Source: an optimization exercise on an open RTL-to-GDS flow (aim: small area and a short achievable clock period). Production flows keep margins and buffers that such runs may drop. In this exercise RTL edits were held to simulation tests only and were not proved equivalent to the original. Power figures rest on the tool's default switching activity, not on a simulated workload.

==> flow/design.v, too long to show whole: its modules and the start of the top module <==
// module fa_cell: 10 lines
// module ha_cell: 9 lines
// module sym_fir: 1287 lines
// module fir_regs: 77 lines
// module fir_top: 29 lines
// module fir_chip: 41 lines
module fir_chip (
   input  logic                   clock,
   input  logic                   arst_n,
   input  logic                   psel,
   input  logic                   penable,
   input  logic                   pwrite,
   input  logic [8-1:0] paddr,
   input  logic [32-1:0] pwdata,
   output logic [32-1:0] prdata,
   output logic                   pready,
   output logic                   pslverr,
   input  logic                   in_valid,
   input  logic [16-1:0] in_data,
   output logic                   out_valid,
   output logic [16-1:0] out_data
);
  // ...
==> flow/run.sh <==
#!/bin/bash
# synth_recipe.tcl (not shown) runs the flow's synth.tcl, then flattens the netlist and writes it again
# the make line also repeats each setting of config.mk as NAME=value (left out here)
make -C /OpenROAD-flow-scripts/flow DESIGN_CONFIG=/design/flow/config.mk WORK_HOME=/design/flow/orfs CLKGATE_MAP_FILE= SYNTH_SCRIPT=/design/flow/synth_recipe.tcl finish
==> flow/config.mk <==
export PLATFORM = sky130hd
export DESIGN_NAME = fir_chip
export DESIGN_NICKNAME = fir_chip
export VERILOG_FILES = /design/flow/design.v
export SDC_FILE = /design/flow/constraint.sdc
export NUM_CORES = 4
export LEC_CHECK = 0
export ABC_AREA = 1
export CAP_MARGIN = 20
export CORE_MARGIN = 2
export CORE_UTILIZATION = 40
export CTS_BUF_LIST = sky130_fd_sc_hd__clkbuf_4 sky130_fd_sc_hd__clkbuf_8
export SETUP_SLACK_MARGIN = 5.0
export SLEW_MARGIN = 20
export SYNTH_HIERARCHICAL = 1
==> flow/constraint.sdc <==
create_clock -name core_clock -period 10.5 [get_ports {clock}]
set_input_delay 2.1000 -clock core_clock [delete_from_list [all_inputs] [get_ports {clock}]]
set_output_delay 2.1000 -clock core_clock [all_outputs]
set_load 0.01 [all_outputs]
==> flow_summary.ini, run 1 <==
[status]
status = no timing/DRC/antenna violations

[logic_synthesis]
synth_most_common_cell = xor2_1
synth_xor_area_frac = 0.154
yosysWarnings = 9
synth_cell_types = 52
synth_cells = 3728
syn_area_mm2 = 0.0437

[final_layout]
multi_input_area_share = 0.605
regArea_mm2 = 0.0118
inverters = 235
final_cell_mix = xor2_1, fa_1, o22ai_1

[drt]
wl_um = 162000
drc = 0
num_vias = 32500

[floorplan]
rows = 121
die_x_um = 334
io-pin-count = 113

[cts]
cts_buffer_depth = 3

[global_routing]
grt.busiest_layer = met2
grt_use_met3 = 0.0805

[setup_path]
cp-start-kind = register
r2r-start = u_top.u_regs.cone[12]$_DFFE_PN0P_
cp.depth = 11

[pwr]
seq_power_share = 0.303
total_power_mw = 7.40
power_switching_mw = 2.97

[place]
place_area_mm2 = 0.0460
==> module fir_regs, before the edit <==
module fir_regs (
   input  logic                                     clock,
   input  logic                                     arst_n,
   input  fir_pkg::apb_req_t                        req,
   output fir_pkg::apb_rsp_t                        rsp,
   output logic [4-1:0][18/2-1:0] cneg,
   output logic [4-1:0][18/2-1:0] cone,
   output fir_pkg::slice_mode_t                     mode
);
   localparam int H      = 4;
   localparam int CW     = 18;
   localparam int ND     = 18 / 2;
   localparam int DATA_W = 32;
   localparam int MODE_W = 2;    
   logic              access;     
   logic              wr_en;
   logic              rd_en;
   logic              mode_sel;
   logic [H-1:0]      coef_sel;   
   logic              mapped;
   assign access = req.psel & req.penable;
   assign wr_en  = access & req.pwrite;
   assign rd_en  = access & ~req.pwrite;
   always_comb begin
      mode_sel = (req.paddr == 8'h00);
      for (int k = 0; k < H; k++)
         coef_sel[k] = (req.paddr == 8'(8'h10 + 4 * k));
   end
   assign mapped = mode_sel | (|coef_sel);
   logic [ND-1:0] wneg, wone;
   always_comb begin
      logic [CW:0] bx;
      bx = {req.pwdata[CW-1:0], 1'b0};
      for (int i = 0; i < ND; i++) begin
         wneg[i] = bx[2*i+2];
         wone[i] = bx[2*i+1] ^ bx[2*i];
      end
   end
   always_ff @(posedge clock or negedge arst_n) begin
      if (!arst_n) begin
         mode <= '0;
         cneg <= '0;    
         cone <= '0;
      end else if (wr_en) begin
         if (mode_sel)
            mode <= fir_pkg::slice_mode_t'(req.pwdata[MODE_W-1:0]);
         for (int k = 0; k < H; k++) begin
            if (coef_sel[k]) begin    
               cneg[k] <= wneg;
               cone[k] <= wone;
            end
         end
      end
   end
   logic [H-1:0][CW-1:0] coef;
   always_comb begin
      for (int k = 0; k < H; k++)
         for (int i = 0; i < ND; i++) begin
            coef[k][2*i+1] = cneg[k][i];
            coef[k][2*i]   = cone[k][i] ^ ((i == 0) ? 1'b0 : cneg[k][i-1]);
         end
   end
   logic              rsel_mode;
   logic [H-1:0]      rsel_coef;
   logic [CW-1:0]     rd_coef;
   assign rsel_mode = rd_en & mode_sel;
   assign rsel_coef = {H{rd_en}} & coef_sel;
   always_comb begin
      rd_coef = '0;
      for (int k = 0; k < H; k++)
         rd_coef = rd_coef | ({CW{rsel_coef[k]}} & coef[k]);
   end
   assign rsp.prdata  = {{(DATA_W - CW){rd_coef[CW-1]}}, rd_coef[CW-1:MODE_W],
                         rd_coef[MODE_W-1:0] | ({MODE_W{rsel_mode}} & mode)};
   assign rsp.pready  = 1'b1;
   assign rsp.pslverr = access & ~mapped;
endmodule
==> module fir_top, before the edit <==
module fir_top (
   input  logic              clock,
   input  logic              arst_n,
   input  fir_pkg::apb_req_t apb_req,
   output fir_pkg::apb_rsp_t apb_rsp,
   input  fir_pkg::sample_t  in,
   output fir_pkg::sample_t  out
);
   logic [4-1:0][18/2-1:0] cneg, cone;
   fir_pkg::slice_mode_t                         mode;
   fir_regs u_regs (
      .clock  (clock),
      .arst_n (arst_n),
      .req    (apb_req),
      .rsp    (apb_rsp),
      .cneg   (cneg),
      .cone   (cone),
      .mode   (mode)
   );
   sym_fir u_fir (
      .clock  (clock),
      .arst_n (arst_n),
      .in     (in),
      .cneg   (cneg),
      .cone   (cone),
      .mode   (mode),
      .out    (out)
   );
endmodule
==> run 2: changes to the inputs <==
--- a/flow/design.v
+++ b/flow/design.v
@@ -41,17 +41,18 @@
    assign co = a & b;
 endmodule
 `timescale 1ns/1ps
 module sym_fir (
    input  logic                                              clock,
    input  logic                                              arst_n,
    input  fir_pkg::sample_t                                  in,
    input  logic [4-1:0][18/2-1:0]      cneg,    
-   input  logic [4-1:0][18/2-1:0]      cone,    
+   input  logic [4-1:0][18/2-1:0]      cone,
+   input  logic [4-1:0][18/2-1:0]      ctwo,
    input  fir_pkg::slice_mode_t                              mode,
    output fir_pkg::sample_t                                  out
 );
    localparam int H   = 4;
    localparam int DW  = 16;
    localparam int AW  = 37;                  
    localparam int ND  = 18 / 2;     
    localparam int OFS = 4;                   
@@ -82,17 +83,17 @@
    logic [H-1:0][ND-1:0][DW+1:0] row;
    logic [H-1:0][ND-1:0]         neg;
    always_comb begin
       for (int t = 0; t < H; t++) begin
          for (int i = 0; i < ND; i++) begin
             logic one, two, ng;
             logic [DW+1:0] m, e;
             one = cone[t][i];
-            two = ~cone[t][i] & (cneg[t][i] ^ ((i == 0) ? 1'b0 : cneg[t][i-1]));
+            two = ctwo[t][i];
             ng  = cneg[t][i];
             for (int j = 0; j <= DW + 1; j++) begin
                logic sj, sj1;
                sj  = (j == DW + 1) ? pre[t][DW] : pre[t][j];
                sj1 = (j == 0)      ? 1'b0      : pre[t][j-1];
                m[j] = (one & sj) | (two & sj1);
             end
             e = m ^ {(DW+2){ng}};
@@ -1331,16 +1332,17 @@
 `timescale 1ns/1ps
 module fir_regs (
    input  logic                                     clock,
    input  logic                                     arst_n,
    input  fir_pkg::apb_req_t                        req,
    output fir_pkg::apb_rsp_t                        rsp,
    output logic [4-1:0][18/2-1:0] cneg,
    output logic [4-1:0][18/2-1:0] cone,
+   output logic [4-1:0][18/2-1:0] ctwo,
    output fir_pkg::slice_mode_t                     mode
 );
    localparam int H      = 4;
    localparam int CW     = 18;
    localparam int ND     = 18 / 2;
    localparam int DATA_W = 32;
    localparam int MODE_W = 2;    
    logic              access;     
@@ -1353,37 +1355,40 @@
    assign wr_en  = access & req.pwrite;
    assign rd_en  = access & ~req.pwrite;
    always_comb begin
       mode_sel = (req.paddr == 8'h00);
       for (int k = 0; k < H; k++)
          coef_sel[k] = (req.paddr == 8'(8'h10 + 4 * k));
    end
    assign mapped = mode_sel | (|coef_sel);
-   logic [ND-1:0] wneg, wone;
+   logic [ND-1:0] wneg, wone, wtwo;
    always_comb begin
       logic [CW:0] bx;
       bx = {req.pwdata[CW-1:0], 1'b0};
       for (int i = 0; i < ND; i++) begin
          wneg[i] = bx[2*i+2];
          wone[i] = bx[2*i+1] ^ bx[2*i];
+         wtwo[i] = (bx[2*i+2] & ~bx[2*i+1] & ~bx[2*i]) | (~bx[2*i+2] & bx[2*i+1] & bx[2*i]);
       end
    end
    always_ff @(posedge clock or negedge arst_n) begin
       if (!arst_n) begin
          mode <= '0;
          cneg <= '0;    
          cone <= '0;
+         ctwo <= '0;
       end else if (wr_en) begin
          if (mode_sel)
             mode <= fir_pkg::slice_mode_t'(req.pwdata[MODE_W-1:0]);
          for (int k = 0; k < H; k++) begin
             if (coef_sel[k]) begin    
                cneg[k] <= wneg;
                cone[k] <= wone;
+               ctwo[k] <= wtwo;
             end
          end
       end
    end
    logic [H-1:0][CW-1:0] coef;
    always_comb begin
       for (int k = 0; k < H; k++)
          for (int i = 0; i < ND; i++) begin
@@ -1410,33 +1415,35 @@
 module fir_top (
    input  logic              clock,
    input  logic              arst_n,
    input  fir_pkg::apb_req_t apb_req,
    output fir_pkg::apb_rsp_t apb_rsp,
    input  fir_pkg::sample_t  in,
    output fir_pkg::sample_t  out
 );
-   logic [4-1:0][18/2-1:0] cneg, cone;
+   logic [4-1:0][18/2-1:0] cneg, cone, ctwo;
    fir_pkg::slice_mode_t                         mode;
    fir_regs u_regs (
       .clock  (clock),
       .arst_n (arst_n),
       .req    (apb_req),
       .rsp    (apb_rsp),
       .cneg   (cneg),
       .cone   (cone),
+      .ctwo   (ctwo),
       .mode   (mode)
    );
    sym_fir u_fir (
       .clock  (clock),
       .arst_n (arst_n),
       .in     (in),
       .cneg   (cneg),
       .cone   (cone),
+      .ctwo   (ctwo),
       .mode   (mode),
       .out    (out)
    );
 endmodule
 `timescale 1ns/1ps
 module fir_chip (
    input  logic                   clock,
    input  logic                   arst_n,
==> run 2 against run 1 <==
Net effect: sequential share of layout area up 1.8 points; final cell count up 3.4%; via count increased by 1.9%; sequential cell count rose by 36; synthesized cell count increased by 3.0%; sequential power grew 4%; count of clock-buffer cells in the layout rose by 16; global-route usage fell by 0.53 points; synthesized area grew 2.3%; die area up 2.3%; fmax hardly changed; setup slack hardly changed; highest routed layer is now met5.
==> flow_summary.ini, run 2 <==
[final_layout]
top_register = u_top.u_fir.hist
largest_registers = u_top.u_fir.hist (176), u_top.u_fir.pre (68)
drive_gt1_frac = 0.165
area_growth_pct = 12.5
postLayoutCellArea_mm2 = 0.0503
finish.net_count = 4864
layout_commonest_cell = fa_1
largest_register_ffs = 176
final_cell_mix = fa_1, xor2_1, o22ai_1

[pwr]
power.density_mw_per_mm2 = 136
peakVddDrop_mv = 0.129
p_leak_nw = 25.1

[logic_synthesis]
synthTopCellsByCount = fa_1, xor2_1, o22ai_1
ys_ff_latch = 444
yosys.area.top_type = fa_1
avgSynthCellArea_um2 = 11.6
syn-num-nets = 4714
ys_seq_area_frac = 0.284
synth_edf_count = 316
synth_area_leaders = fa_1, edfxtp_1, xor2_1, o22ai_1, dfrtp_1
synth-main-ff-cell = edfxtp_1
syn_area_mm2 = 0.0447
synth_cell_types = 50
yosysWarnings = 9
async_flop_share = 0.288
synth_cells = 3840
synth_most_common_cell = fa_1
synth_top_area_share = 0.325

[floorplan]
io-pin-count = 113
start_util = 0.404
core_area_mm2 = 0.111
rows = 122
fp.dieH_um = 338
die_area_mm2 = 0.114
die_x_um = 338

[place]
place_area_mm2 = 0.0469
hpwlAfterDp_um = 114000
gp_congestion = 1.01
port_buffers = 97

[setup_path]
endpoint_kind = primary output
crit_required_ns = 8.40
reg2reg_slack_ns = 5.02
r2r-start = u_top.u_fir.pre[17]$_DFFE_PP_
critPathMaxFanout = 8
critPathKind = in2out
cp-startpoint = paddr[7]
cp-start-kind = primary input
cp_data_arrival_time_ns = 3.41
rr_worst_depth = 11

[drt]
wl_per_cell_um = 29.4
ant_nets = 0
routed_via_density = 5.98
num_vias = 33100
wl_um = 163000
drc = 0
drtPass1Iterations = 6
first_iter_violations = 4179

[timing]
relSlewSlack = 0.269
rsz0062_at_grt = true
setup_violations = 0
period_needed_ns = 5.51
setup_tns_ns = 0
drv_slew = 0
skew_ns = 0.0507
max_freq_ghz = 0.181
timing.final.crit_share = 0.525
hold_violations = 0
worstMarginPinSlew_ns = 1.10

[cts]
cts_buffer_depth = 3
clkSlewWorstSetupHoldPaths_ns = 0.06
worstSkewPairLatency_ns = 0.74
postCtsHoldBufs = 0
tritoncts = yes
htreeDepth = 3
cts_inserted_buffers = 78
cts.sink_count = 444
ctsRootBufferMaster = clkbuf_8

[worst_hold_path]
hp-class = reg2reg
hp-start = u_top.u_fir.hist[2][10]$_DFFE_PP_
worstHoldPathCells = 0

[global_routing]
met1_usage = 0.358
first_global_vias = 34000
grt.total_usage = 0.281
grt_first_pass_wirelength_um = 235000
grt.busiest_layer = met2
antenna_found_initial = 2
met2_usage = 0.405
grt_max_degree = 82
grt_overflow = 0
grt_use_met3 = 0.0876

[job]
max_cap_violations = 0

[status]
status = no timing/DRC/antenna violations
-- run 2: modules after synthesis, one instance, submodules excluded, excerpt --
| module | flops+latches | cells | times used |
|---|---|---|---|
| sym_fir | 334 | 2382 | 1 |
| fir_regs | 110 | 665 | 1 |
| fa_cell | 0 | 1 | 726 |
| ha_cell | 0 | 1 | 67 |
-- run 2: path summary, 6_finish.rpt --
check / endpoint
worst max-delay path: prdata[31]
min in group asynchronous: u_top.u_fir.out[0]$_DFFE_PN0P_
max in group asynchronous: u_top.u_regs.mode[0]$_DFFE_PN0P_
worst max register to register: u_top.u_fir.acc_b[18]$_DFFE_PP_
worst min-delay path: u_top.u_fir.hist[3][10]$_DFFE_PP_
worst min register to register: u_top.u_fir.hist[3][10]$_DFFE_PP_
-- run 2: per-stage QoR --
stage | instances | hold slack [ns] | power, mW | utilization | setup slack (ns)
2_1_floorplan | 3840 | 0.400 | 4.13 | - | 5.05
3_3_place_gp | 5240 | 0.401 | 5.00 | 0.424 | 3.28
3_5_place_dp | 5240 | 0.405 | 5.06 | 0.424 | 3.15
4_1_cts | 5464 | 0.412 | 6.86 | 0.446 | 4.91
5_1_grt | 5539 | 0.416 | 7.26 | 0.454 | 4.96
6_report | 5540 | 0.411 | 6.82 | 0.454 | 4.99
-- run 2: timing repair --
action                     4_1_cts  5_1_grt
setup endpoints to repair       59       86
resized for setup              239       65
setup buffers                   79       72
gates cloned                     5        1
pin swaps                       20        9
-- run 2: kinds of logic (layout without fill, tap and decap cells) --
group / Yosys count / count (layout) / share of synthesized area
buffers and inverters: 512 / 718 / 0.0495
adders and majority gates: 812 / 812 / 0.349
DFF: 444 / 444 / 0.284
AOI/OAI and AO/OA: 718 / 718 / 0.100
other: 1 / 3 / 0.0000839
muxes: 28 / 28 / 0.00706
xor gates and xnor gates: 771 / 771 / 0.151
and+or+nand+nor: 554 / 558 / 0.0584
-- run 2: final cells by class --
class / count / area (um2)
tap: 1488 / 1860
fill: 10200 / 60400
multi-input combinational: 2888 / 29900
sequential: 444 / 12700
timing repair buffer: 338 / 3020
clock inverter: 19 / 240
clock buffer: 121 / 1420
antenna: 2 / 5.00
inverter: 239 / 1130
timing repair inverter: 1 / 5.00
-- run 2: report_power, final --
| part | internal, mW | total [mW] | switching, mW |
|---|---|---|---|
| Sequential | 2.21 | 2.33 | 0.116 |
| Clock | 0.952 | 1.73 | 0.782 |
| Combinational | 1.07 | 2.76 | 1.69 |
-- run 2: worst max-delay path, cell delays in order --
cell and delay, ns:
buf_6 0.09, nor2_4 0.16, inv_4 0.07, nor2_8 0.15, nand2_4 0.09, nor2_8 0.11
nand2_2 0.06, nand4_1 0.12, buf_4 0.13, buf_12 0.10, clkdlybuf4s15_2 0.22
-- run 2: metal layers --
metal / routed length, um / share of wire
met5: 11 / 0.000068
met4: 13600 / 0.084
met3: 18300 / 0.11
met2: 69700 / 0.43
met1: 61100 / 0.38
==> run 3: changes to the inputs <==
--- a/flow/config.mk
+++ b/flow/config.mk
@@ -10,6 +10,7 @@
 export CORE_MARGIN = 2
 export CORE_UTILIZATION = 40
 export CTS_BUF_LIST = sky130_fd_sc_hd__clkbuf_4 sky130_fd_sc_hd__clkbuf_8
+export PLACE_DENSITY = 0.8
 export SETUP_SLACK_MARGIN = 5.0
 export SLEW_MARGIN = 20
 export SYNTH_HIERARCHICAL = 1
==> run 3 against run 2 <==
Net effect: power is 0.38% higher; core utilization rose by 0.19 points; highest routed layer is now met4; final area increased by 0.42%; largest power group unchanged; critical endpoint is now u_top.u_fir.acc_b[16]$_DFFE_PP_; still clean on timing, DRC and antenna.
==> flow_summary.ini, run 3 <==
[cts]
htreeDepth = 3
worstSkewPairLatency_ns = 0.74
cts_inserted_buffers = 80
ctsRootBufferMaster = clkbuf_8
tritoncts = yes
postCtsHoldBufs = 0
clkSlewWorstSetupHoldPaths_ns = 0.06
cts.sink_count = 444
cts_buffer_depth = 3

[timing]
timing.final.crit_share = 0.526
drv_slew = 0
setup_violations = 0
max_freq_ghz = 0.181
relSlewSlack = 0.172
setup_tns_ns = 0
worstMarginPinSlew_ns = 1.24
setup_slack_ns = 4.98
skew_ns = 0.0539
hold_violations = 0
rsz0062_at_grt = true
period_needed_ns = 5.52

[logic_synthesis]
synth_edf_count = 316
yosys.area.top_type = fa_1
synth-main-ff-cell = edfxtp_1
synth_most_common_cell = fa_1
syn_area_mm2 = 0.0447
synthTopCellsByCount = fa_1, xor2_1, o22ai_1
ys_seq_area_frac = 0.284
ys_ff_latch = 444
synth_area_leaders = fa_1, edfxtp_1, xor2_1, o22ai_1, dfrtp_1
yosysWarnings = 9
synth_cell_types = 50
async_flop_share = 0.288
syn-num-nets = 4714
synth_cells = 3840
avgSynthCellArea_um2 = 11.6
synth_top_area_share = 0.325

[setup_path]
cp_data_arrival_time_ns = 5.98
slowest_stage = fa_1
slowest_delay_ns = 0.58
cp-start-kind = register
cp_common_cell = fa_1
crit_family = adder cells
critPathMaxFanout = 10
path_buf_inv = 3
worstPathCellList = clkinvlp_4 -> buf_4 -> buf_4 -> o22ai_1 -> xor2_1 -> ha_1 -> fa_1 -> fa_1 -> fa_1 -> fa_1 -> fa_1 -> fa_1 -> fa_1
crit_required_ns = 10.96
critPathKind = reg2reg
endpoint_kind = register

[pwr]
p_clk_frac = 0.250
power_switching_mw = 2.61
combPwrFrac = 0.409
seq_power_share = 0.341
power.density_mw_per_mm2 = 136
p_int_mw = 4.24
switching_share = 0.381
peakVddDrop_mv = 0.138
p_leak_nw = 25.1

[floorplan]
core_area_mm2 = 0.111
die_x_um = 338
die_area_mm2 = 0.114
start_util = 0.404
io-pin-count = 113
rows = 122
fp.dieH_um = 338

[job]
max_cap_violations = 0

[place]
dpl.cell_count = 5233
dp_slack_ns = 3.50
port_buffers = 97
hpwlAfterDp_um = 113000
place_area_mm2 = 0.0468
gp_congestion = 1.04

[final_layout]
final_cell_mix = fa_1, xor2_1, o22ai_1
top_register = u_top.u_fir.hist
area_growth_pct = 13.0
drive_gt1_frac = 0.172
largest_register_ffs = 176
postLayoutCellArea_mm2 = 0.0505
finish.net_count = 4877
largest_registers = u_top.u_fir.hist (176), u_top.u_fir.pre (68)
fin_cells = 5552
layout_commonest_cell = fa_1
final_util = 0.456

[drt]
routed_via_density = 6.20
num_vias = 34400
drc = 0
wl_per_cell_um = 29.3
first_iter_violations = 4946
drtPass1Iterations = 7
ant_nets = 0
wl_um = 163000

[global_routing]
grt_overflow = 0
grt_first_pass_wirelength_um = 235000
grt.total_usage = 0.279
first_global_vias = 35200
grt_max_degree = 161
antenna_found_initial = 2

[worst_hold_path]
hp-class = reg2reg

[status]
status = no timing/DRC/antenna violations
run 3: repair_timing:
action	CTS	global route
pin swaps	16	15
gates cloned	4	0
setup endpoints to repair	86	76
setup buffers	94	78
gates resized for setup	264	72
run 3: worst paths after layout:
kind                                              startpoint                           endpoint  slack (ns)  depth (start not counted)
max in group asynchronous                             arst_n   u_top.u_regs.cone[7]$_DFFE_PN0P_        7.95                          2
min reg2reg                 u_top.u_fir.hist[2][0]$_DFFE_PP_   u_top.u_fir.hist[3][0]$_DFFE_PP_        0.40                          0
min in group asynchronous                             arst_n  u_top.u_regs.cone[20]$_DFFE_PN0P_        1.32                          1
max                        u_top.u_regs.cone[11]$_DFFE_PN0P_    u_top.u_fir.acc_b[16]$_DFFE_PP_        4.98                         13
min                         u_top.u_fir.hist[2][0]$_DFFE_PP_   u_top.u_fir.hist[3][0]$_DFFE_PP_        0.40                          0
max reg2reg                u_top.u_regs.cone[11]$_DFFE_PN0P_    u_top.u_fir.acc_b[16]$_DFFE_PP_        4.98                         13
run 3: power groups by stage:
stage	clock network (mW)	registers, mW	logic [mW]
5_1_grt	1.81	2.35	3.04
4_1_cts	1.75	2.33	2.73
6_report	1.71	2.33	2.80
2_1_floorplan	0	2.33	1.81
3_3_place_gp	0	2.36	2.58
3_5_place_dp	0	2.37	2.68
run 3: modules after synthesis (local to each module, per instance), excerpt:
module    flip-flops and latches  area, um2
fa_cell                        0       20.0
fir_regs                     110       5720
ha_cell                        0       12.5
sym_fir                      334      23600
run 3: routing by layer:
layer	global-route usage	up-vias	routed length, um
met2	0.407	3065	69400
met5	0	-	0
met1	0.343	17100	56600
met4	0.187	0	14800
met3	0.103	903	21900
li1	-	13400	-
run 3: final cells by class:
class	instances	area, um2
Fill cell	9798	60200
Multi-Input combinational cell	2885	29900
Sequential cell	444	12700
Timing Repair Buffer	353	3230
Tap cell	1488	1860
Clock buffer	118	1440
Inverter	239	1150
Clock inverter	23	211
Antenna cell	2	5.00
run 3: kinds of logic (layout without fill, tap and decap cells):
logic type                 after synthesis  in the layout  synth area share
AOI/OAI and AO/OA                      718            718             0.100
xor gates and xnor gates               771            771             0.151
adders and majority gates              812            812             0.349
buffers and inverters                  512            733            0.0495
DFF                                    444            444             0.284
muxes                                   28             28           0.00706
other                                    1              3         0.0000839
and+or+nand+nor                        554            555            0.0584
run 3: metrics by stage:
| stage | total power, mW | hold WS [ns] |
|---|---|---|
| after floorplan | 4.13 | 0.400 |
| after global placement | 4.93 | 0.405 |
| after detailed placement | 5.05 | 0.405 |
| after CTS | 6.81 | 0.399 |
| after global routing | 7.20 | 0.418 |
| final | 6.85 | 0.405 |
run 3: worst reg2reg max path: cells and delay by family (launching register included):
family	cells	cell delay, ns
adder cells (fa/ha/maj)	8	3.60
AO/OA/AOI/OAI	1	0.20
buffers and inverters	3	0.72
XOR/XNOR	1	0.20
flip-flops	1	0.54
==> run 4: changes to the inputs <==
--- a/flow/design.v
+++ b/flow/design.v
@@ -1396,18 +1396,19 @@
             coef[k][2*i]   = cone[k][i] ^ ((i == 0) ? 1'b0 : cneg[k][i-1]);
          end
    end
-   logic              rsel_mode;
-   logic [H-1:0]      rsel_coef;
-   logic [CW-1:0]     rd_coef;
-   assign rsel_mode = rd_en & mode_sel;
-   assign rsel_coef = {H{rd_en}} & coef_sel;
+   logic          rd_any;     
+   logic [CW-1:0] rd_coef;    
+   logic [CW-1:0] rd_word;    
+   assign rd_any = rd_en & ~|req.paddr[7:5] & ~|req.paddr[1:0];
    always_comb begin
-      rd_coef = '0;
-      for (int k = 0; k < H; k++)
-         rd_coef = rd_coef | ({CW{rsel_coef[k]}} & coef[k]);
+      rd_coef = coef[req.paddr[3:2]];
+      rd_word = '0;
+      if (req.paddr[4])
+         rd_word = rd_coef;
+      else if (req.paddr[3:2] == 2'b00)
+         rd_word[MODE_W-1:0] = mode;
    end
-   assign rsp.prdata  = {{(DATA_W - CW){rd_coef[CW-1]}}, rd_coef[CW-1:MODE_W],
-                         rd_coef[MODE_W-1:0] | ({MODE_W{rsel_mode}} & mode)};
+   assign rsp.prdata  = {(DATA_W){rd_any}} & {{(DATA_W - CW){rd_word[CW-1]}}, rd_word};
    assign rsp.pready  = 1'b1;
    assign rsp.pslverr = access & ~mapped;
 endmodule
--- a/flow/config.mk
+++ b/flow/config.mk
@@ -10,7 +10,6 @@
 export CORE_MARGIN = 2
 export CORE_UTILIZATION = 40
 export CTS_BUF_LIST = sky130_fd_sc_hd__clkbuf_4 sky130_fd_sc_hd__clkbuf_8
-export PLACE_DENSITY = 0.8
 export SETUP_SLACK_MARGIN = 5.0
 export SLEW_MARGIN = 20
 export SYNTH_HIERARCHICAL = 1
==> run 4 against run 3 <==
Net effect: core utilization is 0.77 points lower; routed wire length increased by 0.60%; sequential cell count unchanged; sequential power barely moved; critical path depth shrank 4; critical path type is now in2out; largest power group unchanged; highest routed layer is now met5.
==> flow_summary.ini, run 4 <==
[timing]
setup_slack_ns = 5.03
setup_violations = 0
max_freq_ghz = 0.183
hold_violations = 0
drv_slew = 0
timing.final.crit_share = 0.521
rsz0062_at_grt = true
setup_tns_ns = 0
skew_ns = 0.0497
worstMarginPinSlew_ns = 1.13
period_needed_ns = 5.47
relSlewSlack = 0.247

[logic_synthesis]
syn_area_mm2 = 0.0452
yosys.area.top_type = fa_1
avgSynthCellArea_um2 = 11.2
synth_cell_types = 47
ys_ff_latch = 444
synth_fa_ha_area_frac = 0.346
synth_xor_area_frac = 0.145
synth_area_leaders = fa_1, edfxtp_1, xor2_1, o22ai_1, dfrtp_1
synth_top_family_by_area = adder cells
yosys.area_share.simple = 0.0732
synthTopCellsByCount = fa_1, xor2_1, o22ai_1
synth-compound-area-share = 0.0924
synth_most_common_cell = fa_1
synth_top_area_share = 0.322
yosysWarnings = 9
synth_edf_count = 316
syn-num-nets = 4895
async_flop_share = 0.288
synth_cells = 4021
synth_mux_area_frac = 0.00698
ys_seq_area_frac = 0.281
synth-main-ff-cell = edfxtp_1

[floorplan]
die_area_mm2 = 0.116
fp.dieH_um = 340
start_util = 0.403
io-pin-count = 113
core_area_mm2 = 0.112
rows = 123
die_x_um = 340

[cts]
cts.sink_count = 444
ctsRootBufferMaster = clkbuf_8
clkSlewWorstSetupHoldPaths_ns = 0.06
tritoncts = yes
cts_inserted_buffers = 79
htreeDepth = 3
worstSkewPairLatency_ns = 0.73
cts_buffer_depth = 3

[final_layout]
finish.net_count = 4998
area_growth_pct = 11.4
final_util = 0.448
largest_register_ffs = 176
layout_commonest_cell = fa_1
final_cell_mix = fa_1, xor2_1, o22ai_1
top_register = u_top.u_fir.hist
fin_cells = 5688
drive_gt1_frac = 0.145
postLayoutCellArea_mm2 = 0.0503
largest_registers = u_top.u_fir.hist (176), u_top.u_fir.pre (68)

[place]
gp_congestion = 0.997
dpl.cell_count = 5415
dp_slack_ns = 3.15
place_area_mm2 = 0.0473
port_buffers = 97
hpwlAfterDp_um = 117000

[drt]
num_vias = 33800
wl_per_cell_um = 28.8
wl_um = 164000
first_iter_violations = 4049
ant_nets = 0
drtPass1Iterations = 6
drc = 0
routed_via_density = 5.95

[worst_hold_path]
hp-class = reg2reg

[setup_path]
critPathKind = in2out
crit_required_ns = 8.40
worstPathCellList = dlygate4sd2_1 -> nor2_4 -> inv_4 -> nor2_4 -> buf_6 -> buf_4 -> nand3_4 -> nor2_2 -> buf_2
cp_common_cell = nor2_4
cp_data_arrival_time_ns = 3.37
slowest_stage = dlygate4sd2_1
slowest_delay_ns = 0.25
cp-start-kind = primary input
endpoint_kind = primary output
critPathMaxFanout = 8

[status]
status = no timing/DRC/antenna violations

[global_routing]
grt.total_usage = 0.281
first_global_vias = 34800
grt_max_degree = 87
grt_overflow = 0
antenna_found_initial = 2
grt_first_pass_wirelength_um = 237000

[job]
max_cap_violations = 0

[pwr]
peakVddDrop_mv = 0.115
power.density_mw_per_mm2 = 135
p_leak_nw = 25.1
-- run 4: changes by cell type after synthesis, sizes merged, moves of 4 or more --
cell	previous run	this run
o21ai	111	55
clkbuf	170	177
xnor2	57	50
inv	166	235
buf	102	107
clkinv	73	69
o22ai	577	584
nand3	55	169
nand2	380	475
xor2	713	696
nand4	51	17
-- run 4: final cells by class --
class,instances,area [um2]
antenna,1,2.50
timing repair buffer,303,2630
clock inverter,37,293
sequential,444,12700
multi-input combinational,2991,30100
fill,10500,61900
clock buffer,107,1320
timing repair inverter,1,7.51
inverter,304,1380
tap,1500,1880
-- run 4: routing by layer --
| metal | global-route usage | wire length (um) |
|---|---|---|
| met1 | 0.366 | 62700 |
| met5 | 0 | 12 |
| met2 | 0.414 | 70600 |
| met4 | 0.187 | 13200 |
| met3 | 0.0743 | 17300 |
-- run 4: repair_timing --
item                       in CTS  in global routing
gates cloned                    3                  1
hold buffers                    0                  0
buffers inserted               65                 59
setup endpoints to repair      69                 59
pin swaps                      21                  7
resized for setup             214                 77
-- run 4: cell families (layout without fill, tap and decap cells) --
logic type | count (synthesis) | in the layout
flip-flops | 444 | 444
other | 1 | 2
buffers and inverters | 589 | 752
XOR/XNOR | 747 | 747
adder cells (fa/ha/maj) | 812 | 812
AND/OR/NAND/NOR | 731 | 734
multiplexers | 28 | 28
AO/OA/AOI/OAI | 669 | 669
-- run 4: critical path: cells and delay by family --
family,cells,cell delay (ns)
AND/OR/NAND/NOR,4,0.57
buffers and inverters,5,0.70
-- run 4: modules after synthesis (local to each module, per instance), a selection --
| module | copies in the design | flops+latches | cell area, um2 | cells inside |
|---|---|---|---|---|
| fa_cell | 726 | 0 | 20.0 | 1 |
| ha_cell | 67 | 0 | 12.5 | 1 |
| sym_fir | 1 | 334 | 23600 | 2382 |
| fir_regs | 1 | 110 | 6210 | 846 |
-- run 4: path summary, 6_finish.rpt --
path	startpoint	end	slack, ns	cells after the start
max reg2reg	u_top.u_fir.pre[17]$_DFFE_PP_	u_top.u_fir.acc_b[18]$_DFFE_PP_	5.05	11
min reg2reg	u_top.u_fir.hist[2][9]$_DFFE_PP_	u_top.u_fir.hist[3][9]$_DFFE_PP_	0.42	0
min	u_top.u_fir.hist[2][9]$_DFFE_PP_	u_top.u_fir.hist[3][9]$_DFFE_PP_	0.42	0
max	paddr[0]	prdata[12]	5.03	9
min in group asynchronous	arst_n	u_top.u_fir.out[12]$_DFFE_PN0P_	1.33	1
max in group asynchronous	arst_n	u_top.u_regs.mode[0]$_DFFE_PN0P_	7.89	2
-- run 4: through the flow --
step	total power [mW]	hold WS [ns]
2_1_floorplan	4.15	0.400
3_3_place_gp	5.05	0.401
3_5_place_dp	5.11	0.405
4_1_cts	6.83	0.413
5_1_grt	7.23	0.424
6_report	6.81	0.416
-- run 4: power by group --
group	internal [mW]	leakage (nW)	switching, mW	total (mW)
logic	1.08	19.4	1.73	2.81
registers	2.21	4.82	0.114	2.33
clock network	0.898	0.856	0.779	1.68
total	4.19	25.1	2.62	6.81
==> run 5: changes to the inputs <==
==> flow/flow/run.sh (new file) <==
#!/bin/bash
set -euo pipefail
bash standard.sh "BUFFER_PORTS_ARGS=-buffer_cell sky130_fd_sc_hd__buf_4" \
   SETUP_SLACK_MARGIN=5.3 finish > make.log 2>&1
==> flow/standard.sh (new file) <==
#!/bin/bash
# synth_recipe.tcl (not shown) runs the flow's synth.tcl, then flattens the netlist and writes it again
# the make line also repeats each setting of config.mk as NAME=value (left out here)
make -C /OpenROAD-flow-scripts/flow DESIGN_CONFIG=/design/flow/config.mk WORK_HOME=/design/flow/orfs CLKGATE_MAP_FILE= SYNTH_SCRIPT=/design/flow/synth_recipe.tcl "${@:-finish}"
removed: flow/run.sh
==> run 5 against run 4 <==
Net effect: combinational power up 2%; still clean on timing, DRC and antenna; critical path type is now reg2reg; sequential power about the same; routed wire length is 2.0% higher; synthesized cell count unchanged; largest cell class unchanged; die area did not move.
==> flow_summary.ini, run 5 <==
[logic_synthesis]
async_flop_share = 0.288
avgSynthCellArea_um2 = 11.2
synth_top_area_share = 0.322
synth_most_common_cell = fa_1
syn-num-nets = 4895
ys_seq_area_frac = 0.281
yosys.area.top_type = fa_1
syn_area_mm2 = 0.0452
synth_cell_types = 47
synth_cells = 4021
synth-main-ff-cell = edfxtp_1
ys_ff_latch = 444
yosysWarnings = 9
synthTopCellsByCount = fa_1, xor2_1, o22ai_1
synth_edf_count = 316
synth_area_leaders = fa_1, edfxtp_1, xor2_1, o22ai_1, dfrtp_1

[timing]
timing.final.crit_share = 0.497
period_needed_ns = 5.22
skew_ns = 0.0618
worstMarginPinSlew_ns = 0.968
hold_violations = 0
relSlewSlack = 0.355
setup_tns_ns = 0
rsz0062_at_grt = true
fin_hold_ws_ns = 0.396
setup_violations = 0
max_freq_ghz = 0.192
drv_slew = 0

[pwr]
p_clk_frac = 0.247
combPwrFrac = 0.414
seq_power_share = 0.339
power_switching_mw = 2.65
switching_share = 0.385
p_leak_nw = 25.9
p_int_mw = 4.24
power.density_mw_per_mm2 = 132
peakVddDrop_mv = 0.109

[floorplan]
rows = 123
core_area_mm2 = 0.112
io-pin-count = 113
start_util = 0.403
die_x_um = 340
fp.dieH_um = 340
die_area_mm2 = 0.116

[setup_path]
path_buf_inv = 2
slowest_stage = fa_2
cp_common_cell = fa_1
endpoint_kind = register
critPathKind = reg2reg
crit_required_ns = 10.99
crit_family = adder cells
worstPathCellList = clkinvlp_4 -> buf_6 -> o22ai_2 -> xor2_1 -> fa_1 -> fa_2 -> fa_1 -> fa_2 -> fa_1 -> fa_2 -> fa_1 -> fa_1
r2r-start = u_top.u_regs.cone[7]$_DFFE_PN0P_
cp-startpoint = u_top.u_regs.cone[7]$_DFFE_PN0P_
cp_data_arrival_time_ns = 5.71
cp-start-kind = register
slowest_delay_ns = 0.64
critPathMaxFanout = 6

[status]
status = no timing/DRC/antenna violations

[cts]
postCtsHoldBufs = 0
tritoncts = yes
clkSlewWorstSetupHoldPaths_ns = 0.06
worstSkewPairLatency_ns = 0.76
cts_buffer_depth = 3
cts_inserted_buffers = 81
htreeDepth = 3
ctsRootBufferMaster = clkbuf_8
cts.sink_count = 444

[global_routing]
grt_overflow = 0
grt_first_pass_wirelength_um = 240000
grt_max_degree = 85
first_global_vias = 35300
antenna_found_initial = 3
grt.total_usage = 0.285

[drt]
routed_via_density = 5.97
wl_um = 167000
wl_per_cell_um = 28.8
first_iter_violations = 4827
ant_nets = 0
num_vias = 34700
drtPass1Iterations = 6
drc = 0

[final_layout]
largest_registers = u_top.u_fir.hist (176), u_top.u_fir.pre (68)
postLayoutCellArea_mm2 = 0.0521
top_register = u_top.u_fir.hist
finish.net_count = 5113
layout_commonest_cell = xor2_1
fin_cells = 5805
final_util = 0.465
area_growth_pct = 15.4
fillers = 10200
drive_gt1_frac = 0.213
largest_register_ffs = 176
final_cell_mix = xor2_1, fa_1, o22ai_1

[job]
max_cap_violations = 0

[place]
port_buffers = 97
place_area_mm2 = 0.0471
hpwlAfterDp_um = 115000
gp_congestion = 1.01
dpl.cell_count = 5416

[worst_hold_path]
hp-class = reg2reg
hp-start = u_top.u_fir.hist[3][2]$_DFFE_PP_
-- run 5: per-layer routing --
metal,part of all wire,global-route usage,routed length (um),vias to the layer above
met5,0,0,0,-
met4,0.082,0.201,13800,0
met3,0.12,0.0838,19800,665
met2,0.43,0.413,71900,2601
met1,0.37,0.365,61500,17400
li1,-,-,-,14000
-- run 5: Yosys stat by module (local to each module, per instance), excerpt --
| module | cells inside | times used | flip-flops and latches |
|---|---|---|---|
| fir_regs | 846 | 1 | 110 |
| sym_fir | 2382 | 1 | 334 |
| ha_cell | 1 | 67 | 0 |
| fa_cell | 1 | 726 | 0 |
-- run 5: worst paths after layout --
check	cells past startpoint	slack (ns)	end
setup / recovery	12	5.28	u_top.u_fir.acc_b[17]$_DFFE_PP_
hold / removal	0	0.40	u_top.u_fir.hist[4][2]$_DFFE_PP_
setup reg to reg	12	5.28	u_top.u_fir.acc_b[17]$_DFFE_PP_
hold reg to reg	0	0.40	u_top.u_fir.hist[4][2]$_DFFE_PP_
max in group asynchronous	3	8.03	u_top.u_regs.cone[23]$_DFFE_PN0P_
min in group asynchronous	1	1.31	u_top.u_fir.out[8]$_DFFE_PN0P_
-- run 5: cells by family (layout without fill, tap and decap cells) --
| logic type | after synthesis | count (layout) | synth area share |
|---|---|---|---|
| compound gates | 669 | 669 | 0.0924 |
| xor+xnor | 747 | 747 | 0.145 |
| fa+ha+maj | 812 | 812 | 0.346 |
| buf+inv | 589 | 868 | 0.0557 |
| flops | 444 | 444 | 0.281 |
| mux | 28 | 28 | 0.00698 |
| other cells | 1 | 6 | 0.0000830 |
| simple gates | 731 | 731 | 0.0732 |
-- run 5: worst reg2reg max path: stages, from the launching register on --
cell        delay, ns
dfrtp_2          0.43
clkinvlp_4       0.24
buf_6            0.19
o22ai_2          0.17
xor2_1           0.22
fa_1             0.48
fa_2             0.39
fa_1             0.51
fa_2             0.64
fa_1             0.44
fa_2             0.35
fa_1             0.50
fa_1             0.41
-- run 5: power groups by stage --
stage / logic (mW) / registers [mW] / clock network [mW]
2_1_floorplan: 1.82 / 2.33 / 0
3_3_place_gp: 2.66 / 2.36 / 0
3_5_place_dp: 2.71 / 2.37 / 0
4_1_cts: 2.77 / 2.33 / 1.76
5_1_grt: 3.13 / 2.35 / 1.82
6_report: 2.86 / 2.33 / 1.70
-- run 5: timing repair --
action	in CTS	in global routing
pin swaps	10	60
resized for setup	199	177
cloned	2	3
setup buffers	157	77
endpoints found under the setup margin	97	86
-- run 5: per-stage QoR --
step	worst slack (ns)	total power, mW
after floorplan	5.24	4.15
after global routing	5.22	7.31
after detailed placement	4.59	5.07
after global placement	4.62	5.02
after CTS	5.29	6.87
final	5.28	6.89
-- run 5: cell type report --
cell class                 count  area [um2]  share of cell area
tap                         1500        1880              0.0360
antenna                        5        12.5            0.000240
sequential                   444       12700               0.244
clock buffer                 118        1440              0.0275
inverter                     304        1560              0.0299
timing repair buffer         415        3750              0.0719
clock inverter                26         200             0.00384
multi-input combinational   2988       30500               0.585
timing repair inverter         5        37.5            0.000720
==> run 6: changes to the inputs <==
==> flow/flow/run.sh (replaced) <==
#!/bin/bash
set -euo pipefail
bash standard.sh "BUFFER_PORTS_ARGS=-buffer_cell sky130_fd_sc_hd__buf_4" \
   SETUP_SLACK_MARGIN=5.5 finish > make.log 2>&1
==> run 6 against run 5 <==
Net effect: still clean on timing, DRC and antenna; final cell count is 0.84% higher; via count is 0.56% higher; critical path depth is 3 lower; setup slack worse by 0.031 ns; synthesized cell count stayed put; worst hold slack better by 0.019 ns; clock power hardly changed; global-route usage is 0.99 points higher; die area stayed put; synthesized area stayed put; critical path type is now in2out; critical endpoint is now prdata[24]; largest cell class unchanged.
==> flow_summary.ini, run 6 <==
[status]
status = no timing/DRC/antenna violations

[job]
max_cap_violations = 0

[timing]
setup_slack_ns = 5.25
period_needed_ns = 5.25
rsz0062_at_grt = true
timing.final.crit_share = 0.500
worstMarginPinSlew_ns = 1.05
max_freq_ghz = 0.190
relSlewSlack = 0.299
hold_violations = 0
setup_violations = 0
drv_slew = 0
skew_ns = 0.0504
setup_tns_ns = 0

[setup_path]
endpoint_kind = primary output
cp-start-kind = primary input
slowest_delay_ns = 0.16
critPathKind = in2out
cp_data_arrival_time_ns = 3.15
crit_required_ns = 8.40
worstPathCellList = buf_16 -> nor2_8 -> buf_12 -> nand2_1 -> nand2_2 -> nor2_4 -> nor2_4 -> buf_12 -> buf_4
critPathMaxFanout = 15
slowest_stage = nor2_8

[cts]
tritoncts = yes
clkSlewWorstSetupHoldPaths_ns = 0.06
htreeDepth = 3
cts_inserted_buffers = 78
postCtsHoldBufs = 0
ctsRootBufferMaster = clkbuf_8
worstSkewPairLatency_ns = 0.75
cts_buffer_depth = 3
cts.sink_count = 444

[logic_synthesis]
synth-main-ff-cell = edfxtp_1
syn_area_mm2 = 0.0452
synth_top_area_share = 0.322
synth_cell_types = 47
avgSynthCellArea_um2 = 11.2
synth_most_common_cell = fa_1
syn-num-nets = 4895
synth_area_leaders = fa_1, edfxtp_1, xor2_1, o22ai_1, dfrtp_1
synth_cells = 4021
synth_edf_count = 316
async_flop_share = 0.288
ys_seq_area_frac = 0.281
synthTopCellsByCount = fa_1, xor2_1, o22ai_1
ys_ff_latch = 444
yosysWarnings = 9
yosys.area.top_type = fa_1

[final_layout]
area_growth_pct = 18.7
largest_register_ffs = 176
final_cell_mix = xor2_1, fa_1, o22ai_1
layout_commonest_cell = xor2_1
largest_registers = u_top.u_fir.hist (176), u_top.u_fir.pre (68)
drive_gt1_frac = 0.264
finish.net_count = 5168
top_register = u_top.u_fir.hist

[pwr]
power.density_mw_per_mm2 = 130
peakVddDrop_mv = 0.130
p_leak_nw = 26.1

[global_routing]
grt_first_pass_wirelength_um = 246000
antenna_found_initial = 3
grt_overflow = 0
first_global_vias = 35600
grt_max_degree = 99
grt.total_usage = 0.295

[drt]
drc = 0
wl_per_cell_um = 29.4
num_vias = 34900
wl_um = 172000
wl_met3_um = 19900
highest_layer = met4
ant_nets = 0
dr_wl_met2_um = 73400
first_iter_violations = 4817
wl_met1_um = 63800
drtPass1Iterations = 8
routed_via_density = 5.96

[place]
gp_congestion = 1.01
dp_slack_ns = 4.64
hpwlAfterDp_um = 116000
port_buffers = 97

[floorplan]
die_area_mm2 = 0.116
die_x_um = 340
start_util = 0.403
core_area_mm2 = 0.112
fp.dieH_um = 340
rows = 123
io-pin-count = 113

[worst_hold_path]
hp-class = reg2reg
-- run 6: cell types whose count changed in the layout (fill, tap and decap cells not counted), moves of 7 or more --
cell | previous run | this run
xor2_1 | 689 | 664
fa_2 | 39 | 141
fa_1 | 687 | 585
xor2_2 | 6 | 28
clkinvlp_4 | 70 | 60
buf_6 | 37 | 59
clkinv_1 | 34 | 26
o22ai_2 | 29 | 45
o22ai_4 | 2 | 9
clkinv_4 | 24 | 36
buf_4 | 334 | 359
inv_4 | 15 | 5
buf_12 | 32 | 40
o22ai_1 | 553 | 530
-- run 6: what timing repair did --
action                                  CTS  global route
buffers inserted                        237            53
endpoints found under the setup margin  108            98
gates resized for setup                 411           191
pin swaps                                87            78
gates cloned                              1             2
-- run 6: kinds of logic after synthesis --
logic type,share of synthesized area
AOI/OAI and AO/OA,0.0924
other,0.0000830
and+or+nand+nor,0.0732
buffers and inverters,0.0557
xor gates and xnor gates,0.145
adders and majority gates,0.346
muxes,0.00698
DFF,0.281
-- run 6: path summary, 6_finish.rpt --
| check | startpoint | endpoint | slack, ns | cells past startpoint |
|---|---|---|---|---|
| min in group asynchronous | arst_n | u_top.u_fir.out[7]$_DFFE_PN0P_ | 1.31 | 1 |
| min reg2reg | u_top.u_fir.hist[2][4]$_DFFE_PP_ | u_top.u_fir.hist[3][4]$_DFFE_PP_ | 0.41 | 0 |
| max in group asynchronous | arst_n | u_top.u_regs.ctwo[14]$_DFFE_PN0P_ | 7.90 | 3 |
| min | u_top.u_fir.hist[2][4]$_DFFE_PP_ | u_top.u_fir.hist[3][4]$_DFFE_PP_ | 0.41 | 0 |
| max reg2reg | u_top.u_regs.cone[2]$_DFFE_PN0P_ | u_top.u_fir.acc_b[18]$_DFFE_PP_ | 5.29 | 11 |
| max | paddr[3] | prdata[24] | 5.25 | 9 |
-- run 6: per-layer routing --
metal  vias to the layer above  global-route usage
met4                         0               0.206
met5                         -                   0
met1                     17600               0.369
met2                      2538               0.430
li1                      14100                   -
met3                       676              0.0987
-- run 6: stage by stage --
| stage | power (mW) | area (um2) | instances | hold WS (ns) | util |
|---|---|---|---|---|---|
| 6_report | 6.95 | 53600 | 5854 | 0.415 | 0.478 |
| 5_1_grt | 7.37 | 53600 | 5851 | 0.423 | 0.478 |
| 2_1_floorplan | 4.15 | 45400 | 4021 | 0.400 | - |
| 3_5_place_dp | 5.07 | 47200 | 5420 | 0.405 | 0.420 |
| 4_1_cts | 6.91 | 52200 | 5794 | 0.416 | 0.466 |
| 3_3_place_gp | 5.03 | 47200 | 5420 | 0.401 | 0.420 |
-- run 6: final cells by class --
| type | instances | area (um2) |
|---|---|---|
| fillers | 10000 | 58600 |
| clock buffers | 118 | 1430 |
| clock inverters | 18 | 151 |
| repair inverters | 1 | 7.51 |
| multi-input cells | 2988 | 31300 |
| flip-flops and latches | 444 | 12700 |
| diodes | 4 | 10.0 |
| well taps | 1500 | 1880 |
| repair buffers | 477 | 4520 |
| inverters | 304 | 1600 |
-- run 6: worst max-delay path: cells and delay by family --
family / cells / cell delay, ns
buffers and inverters: 4 / 0.54
and+or+nand+nor: 5 / 0.50
-- run 6: Yosys stat by module, one instance, submodules excluded, a selection --
module	times used	cells inside
fa_cell	726	1
fir_regs	1	846
ha_cell	67	1
sym_fir	1	2382
-- run 6: power breakdown --
part / switching, mW / internal, mW / total, mW / leakage (nW)
Combinational: 1.78 / 1.17 / 2.95 / 20.5
Sequential: 0.124 / 2.21 / 2.34 / 4.79
Clock: 0.766 / 0.899 / 1.67 / 0.844
Total: 2.67 / 4.28 / 6.95 / 26.1
==> run 7: changes to the inputs <==
==> flow/flow/run.sh (replaced) <==
#!/bin/bash
set -euo pipefail
bash standard.sh "BUFFER_PORTS_ARGS=-buffer_cell sky130_fd_sc_hd__buf_4" \
   SETUP_SLACK_MARGIN=5.15 finish > make.log 2>&1
==> run 7 against run 6 <==
Net effect: clock power is 2% higher; setup slack worse by 0.087 ns; power is 1.3% lower; worst hold slack hardly changed; sequential power hardly changed; combinational power is 4% lower; synthesized area stayed put; sequential share of layout area is 1.1 points higher.
==> flow_summary.ini, run 7 <==
[status]
status = no timing/DRC/antenna violations

[timing]
period_needed_ns = 5.34
rsz0062_at_grt = true
drv_slew = 0
worstMarginPinSlew_ns = 1.01
setup_violations = 0
timing.final.crit_share = 0.508
skew_ns = 0.0606
relSlewSlack = 0.329
setup_tns_ns = 0
max_freq_ghz = 0.187
hold_violations = 0

[setup_path]
slowest_stage = dfrtp_2
cp_data_arrival_time_ns = 5.77
crit_required_ns = 10.94
endpoint_kind = register
critPathMaxFanout = 6
cp_common_cell = fa_1
slowest_delay_ns = 0.58
cp-start-kind = register
critPathKind = reg2reg
worstPathCellList = clkinvlp_4 -> buf_4 -> o22ai_1 -> xor2_1 -> fa_1 -> fa_1 -> fa_1 -> fa_1 -> fa_1 -> fa_1 -> fa_1

[pwr]
p_leak_nw = 25.5
peakVddDrop_mv = 0.118
power.density_mw_per_mm2 = 134

[floorplan]
fp.dieH_um = 340
core_area_mm2 = 0.112
rows = 123
die_x_um = 340
die_area_mm2 = 0.116
start_util = 0.403
io-pin-count = 113

[logic_synthesis]
avgSynthCellArea_um2 = 11.2
yosys.area.top_type = fa_1
synthTopCellsByCount = fa_1, xor2_1, o22ai_1
synth-main-ff-cell = edfxtp_1
ys_seq_area_frac = 0.281
synth_area_leaders = fa_1, edfxtp_1, xor2_1, o22ai_1, dfrtp_1
ys_ff_latch = 444
synth_cell_types = 47
synth_edf_count = 316
synth_top_area_share = 0.322
synth_cells = 4021
yosysWarnings = 9
syn-num-nets = 4895
async_flop_share = 0.288
synth_most_common_cell = fa_1
syn_area_mm2 = 0.0452

[final_layout]
layout_commonest_cell = fa_1
postLayoutCellArea_mm2 = 0.0512
area_growth_pct = 13.4
top_register = u_top.u_fir.hist
largest_register_ffs = 176
finish.net_count = 5057
final_cell_mix = fa_1, xor2_1, o22ai_1
drive_gt1_frac = 0.191
largest_registers = u_top.u_fir.hist (176), u_top.u_fir.pre (68)

[drt]
num_vias = 34200
routed_via_density = 5.96
drtPass1Iterations = 6
ant_nets = 0
wl_per_cell_um = 29.2
wl_um = 168000
first_iter_violations = 4339
drc = 0

[global_routing]
antenna_found_initial = 5
grt_max_degree = 126
first_global_vias = 34900
grt_overflow = 0
grt.total_usage = 0.289
grt_first_pass_wirelength_um = 242000

[cts]
worstSkewPairLatency_ns = 0.77
postCtsHoldBufs = 0
cts_buffer_depth = 3
clkSlewWorstSetupHoldPaths_ns = 0.05
cts_inserted_buffers = 81
cts.sink_count = 444
ctsRootBufferMaster = clkbuf_8
htreeDepth = 3
tritoncts = yes

[place]
hpwlAfterDp_um = 117000
gp_congestion = 0.993
port_buffers = 97
place_area_mm2 = 0.0471

[job]
max_cap_violations = 0

[worst_hold_path]
hp-class = reg2reg
## run 7: cell counts after synthesis
No cell type changed its count.
## run 7: worst paths after layout
check,from,end,slack [ns],cells after the start
setup / recovery,u_top.u_regs.cone[24]$_DFFE_PN0P_,u_top.u_fir.acc_b[15]$_DFFE_PP_,5.16,11
hold / removal,u_top.u_fir.hist[2][11]$_DFFE_PP_,u_top.u_fir.hist[3][11]$_DFFE_PP_,0.41,0
setup reg to reg,u_top.u_regs.cone[24]$_DFFE_PN0P_,u_top.u_fir.acc_b[15]$_DFFE_PP_,5.16,11
hold reg to reg,u_top.u_fir.hist[2][11]$_DFFE_PP_,u_top.u_fir.hist[3][11]$_DFFE_PP_,0.41,0
max in group asynchronous,arst_n,u_top.u_regs.cneg[30]$_DFFE_PN0P_,7.91,2
min in group asynchronous,arst_n,u_top.u_fir.out[13]$_DFFE_PN0P_,1.28,1
## run 7: area by class of cell
type	instances	area [um2]
clock inverter	36	273
multi-input combinational	2988	30300
timing repair inverter	1	7.51
antenna	4	10.0
clock buffer	110	1390
sequential	444	12700
fill	10400	61000
inverter	304	1490
tap	1500	1880
timing repair buffer	363	3140
## run 7: layer usage
layer,global-route usage,vias to the layer above,part of all wire
met5,0,-,0.000065
met4,0.203,2,0.081
met3,0.0815,603,0.11
met2,0.415,2344,0.43
met1,0.377,17400,0.38
li1,-,13900,-
## run 7: per-stage QoR
step | power (mW) | util | std cells | setup WS [ns] | hold WS [ns]
floorplan | 4.15 | - | 4021 | 5.16 | 0.400
global placement | 5.02 | 0.419 | 5415 | 4.59 | 0.402
detailed placement | 5.07 | 0.419 | 5415 | 4.57 | 0.405
CTS | 6.86 | 0.447 | 5678 | 5.09 | 0.415
global route | 7.29 | 0.457 | 5748 | 5.10 | 0.416
finish | 6.86 | 0.457 | 5750 | 5.16 | 0.414
## run 7: cells by family (layout without fill, tap and decap cells)
| group | after synthesis | in the layout | share of synthesized area |
|---|---|---|---|
| multiplexers | 28 | 28 | 0.00698 |
| adder cells (fa/ha/maj) | 812 | 812 | 0.346 |
| buffers and inverters | 589 | 814 | 0.0557 |
| XOR/XNOR | 747 | 747 | 0.145 |
| other | 1 | 5 | 0.0000830 |
| AO/OA/AOI/OAI | 669 | 669 | 0.0924 |
| flip-flops | 444 | 444 | 0.281 |
| AND/OR/NAND/NOR | 731 | 731 | 0.0732 |
## run 7: power breakdown
part / internal, mW / total, mW / leakage, nW / switching (mW)
Sequential: 2.21 / 2.33 / 4.81 / 0.119
Clock: 0.921 / 1.71 / 0.881 / 0.792
Combinational: 1.08 / 2.82 / 19.8 / 1.74
Total: 4.21 / 6.86 / 25.5 / 2.65
## run 7: per-module statistics from Yosys (local to each module, per instance), a selection
module    copies in the design  flip-flops and latches
fa_cell                    726                       0
ha_cell                     67                       0
sym_fir                      1                     334
fir_regs                     1                     110
## run 7: critical path: cells and delay by family, from the launching register on
family	cells	cell delay, ns
AO/OA/AOI/OAI	1	0.18
flip-flops	1	0.58
XOR/XNOR	1	0.35
buffers and inverters	2	0.59
adder cells (fa/ha/maj)	7	3.32
## run 7: timing repair
action / in CTS / in global routing
buffers inserted: 115 / 68
resized for setup: 128 / 145
endpoints found under the setup margin: 92 / 81
pin swaps: 4 / 28
gates cloned: 2 / 0

afterwards: timing with drivers on the ports:
The results above use ideal ports. As a check the final layouts listed here were re-extracted and re-timed, cells and wires unchanged. Step 1 assumes that a clkbuf_16 drives the clock port and a buf_2 every other input. Step 2 moves the port delays by t, midway between the first and last clock arrival at a register: inputs arrive t later, outputs are due t later. That takes back most of the time a late clock gives input paths. Slacks: ideal / step 1 / step 2; pairs: ideal / step 1.
run	t (ns)	setup WS [ns]	hold WS [ns]	worst setup path after step 2	worst slew at a driven data input, ns
run 1	0.779	4.989 / 4.989 / 4.989	0.409 / 0.409 / 0.409	register to register	0.06
run 2	0.784	4.990 / 4.957 / 4.957	0.411 / 0.411 / 0.411	input to output	0.05
run 3	0.769	4.976 / 4.955 / 4.955	0.405 / 0.405 / 0.405	input to output	0.06
run 4	0.778	5.029 / 5.009 / 5.009	0.416 / 0.416 / 0.416	input to output	0.09
run 5	0.799	5.281 / 5.217 / 5.217	0.396 / 0.396 / 0.396	input to output	0.10
run 6	0.788	5.250 / 5.190 / 5.190	0.415 / 0.415 / 0.415	input to output	0.10
run 7	0.808	5.163 / 5.159 / 5.159	0.414 / 0.414 / 0.414	input to output	0.06
After both steps every run listed still meets setup and hold. The setup slack of run 5, which loses most, moves by -0.064 ns with the drivers and by -0.064 ns with both steps.
